Source: an optimization exercise on an open RTL-to-GDS flow (aim: small area). Production flows keep margins and buffers that such runs may drop.
Function not checked in this run: the RTL went through the layout flow alone.
Power and IR drop assume default switching activity.

==> run.sh <==
#!/bin/bash
# synth_recipe.tcl (not shown) runs the flow's synth.tcl, then flattens the netlist and writes it again
# the make line also repeats each setting of config.mk as NAME=value (left out here)
make -C /OpenROAD-flow-scripts/flow DESIGN_CONFIG=/design/flow/config.mk WORK_HOME=/design/flow/orfs CLKGATE_MAP_FILE= SYNTH_SCRIPT=/design/flow/synth_recipe.tcl finish
==> config.mk <==
export PLATFORM = sky130hd
export DESIGN_NAME = scope_top
export DESIGN_NICKNAME = scope_top
export VERILOG_FILES = /design/flow/design.v
export SDC_FILE = /design/flow/constraint.sdc
export NUM_CORES = 4
export LEC_CHECK = 0
export CAP_MARGIN = 20
export CORE_MARGIN = 2
export CORE_UTILIZATION = 45
export SLEW_MARGIN = 20
export SYNTH_MEMORY_MAX_BITS = 8192
==> constraint.sdc <==
create_clock -name core_clock -period 10.0 [get_ports {CLOCK_50}]
set_input_delay 2.0000 -clock core_clock [delete_from_list [all_inputs] [get_ports {CLOCK_50}]]
set_output_delay 2.0000 -clock core_clock [all_outputs]
set_load 0.01 [all_outputs]
==> design.v <==
package scope_cfg_pkg;
  localparam int adc_width       = 12;    
  localparam int host_data_width = 16;    
  localparam int mbox_width      = 32;    
  localparam int period_width    = 18;    
  localparam int capture_depth = 405;
  localparam logic [period_width-1:0] hold_low_cycles = 18'd142;   
  localparam logic [period_width-1:0] convt_start     = 18'd20;    
  localparam logic [period_width-1:0] convt_end       = 18'd162;   
  localparam logic [period_width-1:0] default_period = 18'd199;
  localparam logic [3:0] mbox_addr_period  = 4'd1;   
  localparam logic [3:0] mbox_addr_trigger = 4'd2;   
  localparam logic [15:0] trigger_free_run = 16'hffff;
  localparam int config_refresh = 1024;
endpackage
package scope_types_pkg;
  typedef logic [12-1:0] sample_t;
  typedef logic [$clog2(405)-1:0] buf_addr_t;
  typedef logic [16-1:0] host_word_t;   
  typedef logic [3:0] mbox_addr_t;                                  
  typedef logic [18-1:0] period_t;         
  typedef union packed {
    struct packed {
      logic [32-18-1:0] pad;   
      period_t                                                         period;
    } period_view;
    struct packed {
      logic [32-17:0] pad;       
      logic [15:0]                           trigger;   
    } trigger_view;
  } mbox_word_u;
endpackage
module adc_sampler (
  input  logic                                CLOCK_50,
  input  logic                                hps_fpga_reset_n,
  input  scope_types_pkg::period_t            sample_period,   
  input  logic [scope_cfg_pkg::adc_width-1:0] adc_bus,         
  output logic                                hold_n,
  output logic                                convt,
  output scope_types_pkg::sample_t            sample,
  output logic                                sample_valid
);
  scope_types_pkg::period_t conv_cnt;     
  scope_types_pkg::sample_t bus_rev;      
  logic                     convt_next;   
  logic                     convt_fall;   
  always_comb begin
    for (int i = 0; i < scope_cfg_pkg::adc_width; i++) begin
      bus_rev[i] = adc_bus[scope_cfg_pkg::adc_width-1-i];
    end
  end
  assign convt_next = (conv_cnt > scope_cfg_pkg::convt_start) &&
                      (conv_cnt < scope_cfg_pkg::convt_end);    
  assign convt_fall = convt && !convt_next;
  always_ff @(posedge CLOCK_50 or negedge hps_fpga_reset_n) begin
    if (!hps_fpga_reset_n) begin
      conv_cnt     <= '0;
      hold_n       <= 1'b0;   
      convt        <= 1'b0;
      sample_valid <= 1'b0;
    end else begin
      if (conv_cnt >= sample_period) begin
        conv_cnt <= '0;
      end else begin
        conv_cnt <= conv_cnt + 1'b1;
      end
      hold_n       <= (conv_cnt >= scope_cfg_pkg::hold_low_cycles);   
      convt        <= convt_next;
      sample_valid <= convt_fall;   
    end
  end
  always_ff @(posedge CLOCK_50) begin
    if (convt_fall) begin
      sample <= bus_rev;
    end
  end
endmodule
module config_reader (
  input  logic                        CLOCK_50,
  input  logic                        hps_fpga_reset_n,
  output scope_types_pkg::mbox_addr_t mbox_addr,
  input  scope_types_pkg::mbox_word_u mbox_rdata,
  output scope_types_pkg::period_t    sample_period,
  output logic [15:0]                 trigger_word
);
  logic [$clog2(scope_cfg_pkg::config_refresh)-1:0] refresh_cnt;
  logic                                             refresh_tick;   
  logic [2:0]                                       rd_seq;         
  assign refresh_tick = (int'(refresh_cnt) == scope_cfg_pkg::config_refresh - 1);
  always_ff @(posedge CLOCK_50 or negedge hps_fpga_reset_n) begin
    if (!hps_fpga_reset_n) begin
      refresh_cnt <= '0;
      rd_seq      <= '0;
      mbox_addr   <= scope_cfg_pkg::mbox_addr_period;
    end else begin
      if (refresh_tick) begin
        refresh_cnt <= '0;
      end else begin
        refresh_cnt <= refresh_cnt + 1'b1;
      end
      rd_seq <= {rd_seq[1:0], refresh_tick};
      if (refresh_tick) begin
        mbox_addr <= scope_cfg_pkg::mbox_addr_period;
      end else if (rd_seq[0]) begin
        mbox_addr <= scope_cfg_pkg::mbox_addr_trigger;   
      end
    end
  end
  always_ff @(posedge CLOCK_50 or negedge hps_fpga_reset_n) begin
    if (!hps_fpga_reset_n) begin
      sample_period <= scope_cfg_pkg::default_period;
      trigger_word  <= scope_cfg_pkg::trigger_free_run;   
    end else begin
      if (rd_seq[1]) begin
        sample_period <= mbox_rdata.period_view.period;
      end
      if (rd_seq[2]) begin
        trigger_word <= mbox_rdata.trigger_view.trigger;
      end
    end
  end
endmodule
module trigger_capture (
  input  logic                          CLOCK_50,
  input  logic                          hps_fpga_reset_n,
  input  scope_types_pkg::sample_t      sample,
  input  logic                          sample_valid,
  input  logic [15:0]                   trigger_word,
  output logic                          capture_done,
  input  scope_types_pkg::buf_addr_t    buf_rd_addr,
  output scope_types_pkg::sample_t      buf_rd_data
);
  scope_types_pkg::sample_t   buf_mem [scope_cfg_pkg::capture_depth];   
  scope_types_pkg::sample_t   prev_sample;   
  scope_types_pkg::sample_t   level;         
  scope_types_pkg::buf_addr_t wr_addr;       
  logic                       capturing;     
  logic                       free_run;
  logic                       crossing;
  logic                       start;
  logic                       wr_en;
  assign level    = trigger_word[scope_cfg_pkg::adc_width-1:0];
  assign free_run = (trigger_word == scope_cfg_pkg::trigger_free_run);
  assign crossing = (prev_sample < level) && (sample > level);   
  assign start    = sample_valid && !capturing && (crossing || free_run);
  assign wr_en  = start || (sample_valid && capturing);
  assign capture_done = sample_valid && capturing &&
                        (wr_addr == scope_types_pkg::buf_addr_t'(scope_cfg_pkg::capture_depth - 1));
  always_ff @(posedge CLOCK_50 or negedge hps_fpga_reset_n) begin
    if (!hps_fpga_reset_n) begin
      prev_sample <= '0;
      capturing   <= 1'b0;
      wr_addr     <= '0;
    end else begin
      if (sample_valid) begin
        prev_sample <= sample;
      end
      if (start) begin
        capturing <= 1'b1;
        wr_addr   <= scope_types_pkg::buf_addr_t'(1);
      end else if (capture_done) begin
        capturing <= 1'b0;   
        wr_addr   <= '0;     
      end else if (wr_en) begin
        wr_addr <= wr_addr + 1'b1;
      end
    end
  end
  always_ff @(posedge CLOCK_50) begin
    if (wr_en) begin
      buf_mem[wr_addr] <= sample;
    end
    buf_rd_data <= buf_mem[buf_rd_addr];   
  end
endmodule
module host_copy (
  input  logic                          CLOCK_50,
  input  logic                          hps_fpga_reset_n,
  input  logic                          capture_done,
  input  logic                          host_reading,   
  output scope_types_pkg::buf_addr_t    buf_rd_addr,
  input  scope_types_pkg::sample_t      buf_rd_data,
  output scope_types_pkg::buf_addr_t    host_addr,
  output logic                          host_write,
  output scope_types_pkg::host_word_t   host_wdata,
  output logic                          host_busy
);
  logic fetching;    
  logic start;
  logic last_rd;     
  assign start   = capture_done && !host_reading && !fetching;
  assign last_rd = (buf_rd_addr ==
                    scope_types_pkg::buf_addr_t'(scope_cfg_pkg::capture_depth - 1));
  always_ff @(posedge CLOCK_50 or negedge hps_fpga_reset_n) begin
    if (!hps_fpga_reset_n) begin
      fetching    <= 1'b0;
      buf_rd_addr <= '0;
      host_write  <= 1'b0;
      host_addr   <= '0;
    end else begin
      if (start) begin
        fetching    <= 1'b1;
        buf_rd_addr <= '0;
      end else if (fetching) begin
        if (last_rd) begin
          fetching <= 1'b0;
        end else begin
          buf_rd_addr <= buf_rd_addr + 1'b1;
        end
      end
      host_write <= fetching;      
      host_addr  <= buf_rd_addr;
    end
  end
  assign host_wdata = {{(scope_cfg_pkg::host_data_width - scope_cfg_pkg::adc_width){1'b0}},
                       buf_rd_data};
  assign host_busy  = host_write;
endmodule
module scope_top (
  input  logic                                CLOCK_50,
  input  logic                                hps_fpga_reset_n,
  input  logic [scope_cfg_pkg::adc_width-1:0] adc_bus,
  output logic                                hold_n,
  output logic                                convt,
  output scope_types_pkg::mbox_addr_t         mbox_addr,
  input  scope_types_pkg::mbox_word_u         mbox_rdata,
  input  logic                                host_reading,
  output scope_types_pkg::buf_addr_t          host_addr,
  output logic                                host_write,
  output scope_types_pkg::host_word_t         host_wdata,
  output logic                                host_busy
);
  scope_types_pkg::period_t   sample_period;
  logic [15:0]                trigger_word;
  scope_types_pkg::sample_t   sample;
  logic                       sample_valid;
  logic                       capture_done;
  scope_types_pkg::buf_addr_t buf_rd_addr;
  scope_types_pkg::sample_t   buf_rd_data;
  adc_sampler u_adc_sampler (
    .CLOCK_50         (CLOCK_50),
    .hps_fpga_reset_n (hps_fpga_reset_n),
    .sample_period    (sample_period),
    .adc_bus          (adc_bus),
    .hold_n           (hold_n),
    .convt            (convt),
    .sample           (sample),
    .sample_valid     (sample_valid)
  );
  config_reader u_config_reader (
    .CLOCK_50         (CLOCK_50),
    .hps_fpga_reset_n (hps_fpga_reset_n),
    .mbox_addr        (mbox_addr),
    .mbox_rdata       (mbox_rdata),
    .sample_period    (sample_period),
    .trigger_word     (trigger_word)
  );
  trigger_capture u_trigger_capture (
    .CLOCK_50         (CLOCK_50),
    .hps_fpga_reset_n (hps_fpga_reset_n),
    .sample           (sample),
    .sample_valid     (sample_valid),
    .trigger_word     (trigger_word),
    .capture_done     (capture_done),
    .buf_rd_addr      (buf_rd_addr),
    .buf_rd_data      (buf_rd_data)
  );
  host_copy u_host_copy (
    .CLOCK_50         (CLOCK_50),
    .hps_fpga_reset_n (hps_fpga_reset_n),
    .capture_done     (capture_done),
    .host_reading     (host_reading),
    .buf_rd_addr      (buf_rd_addr),
    .buf_rd_data      (buf_rd_data),
    .host_addr        (host_addr),
    .host_write       (host_write),
    .host_wdata       (host_wdata),
    .host_busy        (host_busy)
  );
endmodule
==> run summary <==
[critical path, cell delays in order, from the launching register on]
cell,delay [ns]
edfxtp_1,0.37
buf_12,0.48
ha_1,0.39
nand4_1,0.11
nor2_1,0.06
a21oi_1,0.14
o211ai_1,0.10
a21oi_1,0.65
a211o_1,0.60
nand4_1,0.66
buf_4,0.57
buf_16,0.26
nor2_1,0.51
buf_4,0.29
[cell usage after synthesis (14+ instances only)]
cell	instances
inv_1	41
nor2b_1	26
a211oi_1	42
nand2_1	201
mux2_2	34
xor2_1	16
o22ai_1	59
mux2i_1	293
ha_1	50
nor4_1	15
buf_8	30
o21ai_0	95
xnor2_1	14
nand3_1	78
buf_2	118
clkbuf_1	218
buf_6	54
buf_4	71
mux4_2	1140
a21o_1	20
dfstp_2	22
a22oi_1	181
o211ai_1	34
a22o_1	42
edfxtp_1	4872
a21oi_1	174
buf_1	23
a221oi_1	64
nor2_1	527
nor3_1	35
dfrtp_1	90
a31oi_1	29
buf_12	19
o221ai_1	35
nand4_1	41
[per-layer routing]
layer  global-route usage  part of all wire
met5                    0           0.00021
met4               0.0894             0.040
met2                0.398              0.47
met1                0.353              0.38
met3               0.0578              0.11
[registers in the layout (all words and copies together) (netlist names), 2 cells and up]
signal and cells:
u_trigger_capture.buf_mem 4860, u_adc_sampler.conv_cnt 18, u_config_reader.sample_period 18, u_config_reader.trigger_word 16
u_adc_sampler.sample 12, u_trigger_capture.buf_rd_data 12, u_trigger_capture.prev_sample 12, u_config_reader.refresh_cnt 10
u_host_copy.buf_rd_addr 9, u_host_copy.host_addr 9, u_trigger_capture.wr_addr 9, u_config_reader.rd_seq 3
u_config_reader.mbox_addr 2
[final timing paths]
| kind | start | endpoint | cells past startpoint |
|---|---|---|---|
| min in group asynchronous | hps_fpga_reset_n | u_trigger_capture.prev_sample[6]$_DFFE_PN0P_ | 1 |
| worst max register to register | u_adc_sampler.sample[7]$_DFFE_PP_ | u_trigger_capture.buf_mem[198][1]$_DFFE_PP_ | 13 |
| worst max-delay path | u_adc_sampler.sample[7]$_DFFE_PP_ | u_trigger_capture.buf_mem[198][1]$_DFFE_PP_ | 13 |
| worst min-delay path | u_config_reader.rd_seq[0]$_DFF_PN0_ | u_config_reader.rd_seq[1]$_DFF_PN0_ | 0 |
| max in group asynchronous | hps_fpga_reset_n | u_trigger_capture.prev_sample[0]$_DFFE_PN0P_ | 2 |
| worst min register to register | u_config_reader.rd_seq[0]$_DFF_PN0_ | u_config_reader.rd_seq[1]$_DFF_PN0_ | 0 |
[power by group through the flow]
stage | Sequential (mW) | Combinational (mW) | Clock [mW]
after floorplan | 23.2 | 10.2 | 0
after global placement | 23.5 | 16.4 | 0
after detailed placement | 23.5 | 16.5 | 0
after CTS | 23.1 | 16.5 | 19.0
after global routing | 23.1 | 17.0 | 19.8
final | 23.1 | 16.7 | 18.8
[final cells by class]
cell class | count | area [um2]
inverters | 46 | 186
repair buffers | 435 | 3970
fillers | 33300 | 209000
clock buffers | 661 | 14000
multi-input cells | 3442 | 41600
well taps | 5687 | 7120
flip-flops and latches | 4996 | 149000
diodes | 17 | 42.5
clock inverters | 269 | 2370
[kinds of logic after synthesis]
family / Yosys count / share of synthesized area
flops: 4996 / 0.771
mux: 1479 / 0.151
simple gates: 995 / 0.0224
compound gates: 882 / 0.0318
buf+inv: 580 / 0.0188
fa+ha+maj: 50 / 0.00323
xor+xnor: 30 / 0.00136
other cells: 1 / 0.0000194
[through the flow]
step	setup WS (ns)	power, mW	instances	hold slack, ns	util
finish	4.29	58.6	15600	0.406	0.511
global route	4.07	59.9	15500	0.428	0.511
CTS	4.00	58.6	15500	0.403	0.510
detailed placement	3.99	40.0	14600	0.390	0.472
global placement	4.13	39.9	14600	0.398	0.470
floorplan	1.69	33.4	9018	0.349	-
==> flow_summary.rst <==
.. list-table::
   :header-rows: 1

   * - Metric
     - Value
   * - Vias in the first global route
     - approximately 96000
   * - Die Span Y
     - ~660 um
   * - Max-Cap Viols
     - 0
   * - Number of buffers on the longest clock path
     - 4
   * - Number of cells upsized or downsized after cts
     - 0
   * - Status
     - complete, no violations
   * - Top library cells by usage in the layout, fill and taps aside
     - 4872 x edfxtp_1, 1140 x mux4_2, 543 x clkbuf_16
   * - Endpoint required time on the critical path
     - ~11 ns
   * - Launching element type of the critical path
     - register
   * - Critical Path Sink Type
     - register
   * - Fraction of power consumed by the clock network
     - 0.321
   * - Global-route wire length before repair
     - 770000 um
   * - Setup repair after global routing missed its margin
     - false
   * - Share of layout cells above drive strength 1
     - 0.265
   * - Clock root buffer master
     - clkbuf_16
   * - Signal arrival time at the worst endpoint
     - about 6.5 ns
   * - Buffers inserted during post-CTS setup optimization
     - 0
   * - Synthesized instance count
     - ~9000
   * - Endpoints failing setup
     - 0
   * - Clock tree from TritonCTS
     - yes
   * - Number of vias per cell
     - 6.31
   * - Final WL
     - 561000 um
   * - Number of synthesized flops with an enable pin
     - just under 5000
   * - Dominant cell type by area after synthesis
     - edfxtp_1
   * - Type of the setup path with the least slack
     - register to register
   * - Slew @ Worst Pin
     - between 1 and 1.5 ns
   * - Post-synthesis sequential area ratio
     - 0.771
   * - Placed wire-length estimate after detailed placement
     - 332000 um
   * - Overflow left after global routing
     - 0
   * - Vias
     - slightly below 100k
   * - Worst clock skew
     - 0.0446 ns
   * - Seq pwr share
     - 0.394
   * - Flop-to-flop setup slack
     - between 4 and 5 ns
   * - Clock slew seen by the registers of the worst setup and hold paths
     - 0.06 ns
   * - Leading cell type in the layout, fill and taps excluded
     - edfxtp_1
   * - LEAKAGE
     - a little under 70 nW
   * - GRT Resource Usage Total
     - 0.254
   * - Maximum VDD drop
     - around 0.26 mV
   * - Post-synthesis area per instance
     - 21.5 um2
   * - Number of register bits inferred by synthesis
     - around 5000
   * - Placed standard-cell area
     - around 200000 um2
   * - Weighted congestion at the end of routability-driven global placement
     - between 0.8 and 0.9
   * - Post-route design area
     - ~220000 um2
   * - Setup TNS after final layout
     - 0 ns
   * - Area share of the largest cell type after synthesis
     - 0.755
   * - Final critical path time including I/O delays and setup
     - 5.71 ns
   * - Pin count of the biggest net entering global routing
     - approximately 190
   * - Detailed-routing iteration count for the pre-antenna-repair pass
     - 6
   * - Avg WL per Cell
     - approximately 36 um
   * - Area growth syn-to-layout
     - 12.9%
   * - Number of antenna violations at the first check in global routing
     - 33
   * - Proportion of total power due to net switching
     - 0.325
   * - Psw
     - about 19 mW
   * - Worst rel slew slack
     - 0.0385
   * - Count of synthesis-stage warnings from yosys
     - 4
   * - Path type of the worst min-delay path
     - register to register
   * - Antenna Violating Nets Remaining
     - 0
   * - Number of buffers created by CTS
     - 526
   * - Count of routing violations after the opening detailed-route iteration
     - approximately 15000
   * - IO Pins
     - 80
   * - Final count of hold timing violations
     - 0
   * - Number of nets at the end of the flow
     - approximately 9500
   * - Die Span X
     - 660 um
   * - Post-CTS Hold Fix Bufs
     - 0
   * - Clock latency on the worst-skew pair
     - 1.07 ns
   * - Mapped Area
     - about 190000 um2
   * - Number of clock sinks
     - 4996
   * - Number of buffers inserted by port buffering
     - between 50 and 60
   * - Synth async-reset ratio
     - 0.0224
   * - Power per unit of standard cell area
     - roughly 270 nW/um2
   * - Largest fanout on the critical path
     - 171
   * - Remaining routing DRC violations
     - 0
   * - Main synth FF type
     - edfxtp_1
   * - Leading post-synthesis cells by cell area
     - edfxtp_1 76%, mux4_2 13%, mux2i_1 1.5%
   * - Number of standard-cell rows in the floorplan
     - 240
   * - Final critical-path share of the clock period
     - 0.571
   * - Fraction of power consumed by combinational cells
     - 0.285
   * - H-tree level count
     - 6
   * - Count of unique library cells instantiated by Yosys
     - 87
   * - Final max-slew violation count
     - 0
   * - Design internal power
     - 39.5 mW
   * - Core Box Area
     - about 430000 um2
   * - Max Freq
     - approximately 180 MHz
   * - Starting density of the core
     - 0.453
   * - Die area
     - between 400000 and 500000 um2

separate check: timing with driven ports:
How much do the figures lean on ideal ports? The routed layout below was timed once more, with nothing changed but the port constraints. Step 1 (the two cells are an assumption about what drives the block):
set clk [get_ports {CLOCK_50}]
set_driving_cell -lib_cell sky130_fd_sc_hd__clkbuf_16 $clk
set_driving_cell -lib_cell sky130_fd_sc_hd__buf_2 [delete_from_list [all_inputs] $clk]
Step 2 also shifts input and output timing later by t, the mid clock arrival at the registers, as if the neighbouring blocks saw the same clock. a / b / c = ideal ports / drivers / drivers and shift; a / b = the first two.
t (ns): 1.155
setup WS [ns]: 4.291 / 4.291 / 4.291
slew at the worst register clock pin (ns): 0.06 / 0.06
worst data-port slew with drivers (ns): 0.06
pins driven straight from the clock port: 1
After both steps setup and hold are still met in this run. The setup slack of this run moves by 0.000 ns with the drivers and by 0.000 ns with both steps.
